Source: an optimization exercise on an open RTL-to-GDS flow (aim: small area). Production flows keep margins and buffers that such runs may drop.
The RTL was checked by simulation tests, not by an equivalence proof against the original design.
No activity file was given, so power comes from the tool's default toggle rates.

## regfile_mp
module regfile_mp #(
  parameter  int XLEN = 32,
  parameter  int NREG = 32,
  parameter  int NRP  = 2,
  parameter  int NWP  = 2,
  localparam int AW   = $clog2(NREG)
) (
  input  logic                clk,
  input  logic                rst_n,
  input  logic [NWP-1:0]      we,
  input  logic [NWP*AW-1:0]   wa,
  input  logic [NWP*XLEN-1:0] wd,
  input  logic [NRP*AW-1:0]   ra,
  output logic [NRP*XLEN-1:0] rd,
  output logic                ready
);
For scale: ~4,400 cells after synthesis, ~150 I/O pins, roughly 49,000 sq um of cells after synthesis.
clock: 6.0 ns
lec_check: 0
cap_margin: 20
cell_pad_in_sites_detail_placement: 1
cell_pad_in_sites_global_placement: 1
core_margin: 2
core_utilization: 40
slew_margin: 20
synth_hierarchical: 1
standard.sh (not shown) runs the stock make flow with config.mk's settings and CLKGATE_MAP_FILE= SYNTH_SCRIPT=/design/flow/synth_recipe.tcl, a recipe that flattens the netlist after the stock synthesis.
==> flow/flow/run.sh <==
#!/bin/bash
# Own layout flow: the standard ORFS flow (standard.sh, unchanged synthesis)
# with three layout choices added through ORFS's own variables and hooks:
#  - after floorplan, every combinational cell is swapped to the smallest-area
#    variant of its family (flow/downsize.tcl); the later repair steps upsize
#    where slew, capacitance or timing need it;
#  - ports are buffered with buf_1 instead of the default buffer cell;
#  - clock tree: clkbuf_16 only, larger sink clusters, no dummy loads.
# Each tool's full output stays in orfs/logs/; make's output goes to
# flow_make.log in the work folder.
set -euo pipefail
W=$(pwd)
CTS="-sink_clustering_enable -repair_clock_nets -dont_use_dummy_load"
CTS="$CTS -buf_list {sky130_fd_sc_hd__clkbuf_16}"
CTS="$CTS -sink_clustering_size 25 -sink_clustering_max_diameter 80"
bash standard.sh \
  "POST_FLOORPLAN_TCL=$W/flow/downsize.tcl" \
  "BUFFER_PORTS_ARGS=-buffer_cell sky130_fd_sc_hd__buf_1" \
  "CTS_ARGS=$CTS" \
  finish > "$W/flow_make.log" 2>&1
==> flow/flow/downsize.tcl <==
# Swap every combinational cell to the smallest-area variant of its family
# (largest drive among equal areas). Timing repair later upsizes where needed.
set db [ord::get_db]
set block [[$db getChip] getBlock]
set dont_use {}
if { [info exists ::env(DONT_USE_CELLS)] } { set dont_use $::env(DONT_USE_CELLS) }
array set best {}
foreach lib [$db getLibs] {
  foreach m [$lib getMasters] {
    set n [$m getName]
    if { ![regexp {^(sky130_fd_sc_hd__[a-z0-9]+)_([0-9]+)$} $n -> fam sz] } { continue }
    if { [lsearch -exact $dont_use $n] >= 0 } { continue }
    set a [expr { [$m getWidth] * [$m getHeight] }]
    if { ![info exists best($fam)] } {
      set best($fam) [list $m $a $sz]
    } else {
      lassign $best($fam) bm ba bs
      if { $a < $ba || ($a == $ba && $sz > $bs) } { set best($fam) [list $m $a $sz] }
    }
  }
}
set skip {^sky130_fd_sc_hd__(df|edf|sdf|sedf|dl|conb|tap|fill|decap|diode|clk|lpflow|probe|ha|fa|fah|mux4)}
set n 0
foreach inst [$block getInsts] {
  set m [$inst getMaster]
  set name [$m getName]
  if { [regexp $skip $name] } { continue }
  if { ![regexp {^(sky130_fd_sc_hd__[a-z0-9]+)_([0-9]+)$} $name -> fam sz] } { continue }
  if { ![info exists best($fam)] } { continue }
  set bm [lindex $best($fam) 0]
  if { [$bm getName] ne $name } {
    if { [$inst swapMaster $bm] } { incr n }
  }
}
puts "downsize: swapped $n instances"
Change:
--- a/flow/flow/run.sh
+++ b/flow/flow/run.sh
@@ -13,5 +13,5 @@
 CTS="-sink_clustering_enable -repair_clock_nets -dont_use_dummy_load"
 CTS="$CTS -buf_list {sky130_fd_sc_hd__clkbuf_16}"
-CTS="$CTS -sink_clustering_size 25 -sink_clustering_max_diameter 80"
+CTS="$CTS -sink_clustering_size 22 -sink_clustering_max_diameter 120"
 bash standard.sh \
   "POST_FLOORPLAN_TCL=$W/flow/downsize.tcl" \
Result: Cell area falls by 0.34%. Total power falls by 1.4%. Register-to-register slack gets worse by 0.07 ns.

[static timing again, ports no longer ideal]
In the flow no input, the clock included, has a driving cell. The finished layouts below were timed again as built, in two steps.
Step 1, drivers: a clkbuf_16 drives clk and a buf_2 each remaining input, both assumed.
Step 2 moves the port delays by t, midway between the first and last clock arrival at a register: inputs arrive t later, outputs are due t later. That takes back most of the time a late clock gives input paths.
a / b / c = ideal ports / drivers / drivers and shift; a / b = the first two.
run	t, ns	slack for setup (ns)	latest minus earliest clock arrival (ns)	worst data-port slew with drivers (ns)	pins driven straight from the clock port
the first run	0.785	0.349 / 0.321 / 0.321	0.067 / 0.068	0.15	1
the second run	0.784	0.380 / 0.351 / 0.351	0.034 / 0.034	0.12	1
After both steps every run listed still meets setup and hold. For the second run, which loses most, drivers alone change the setup slack by -0.029 ns; drivers and shift together by -0.029 ns.
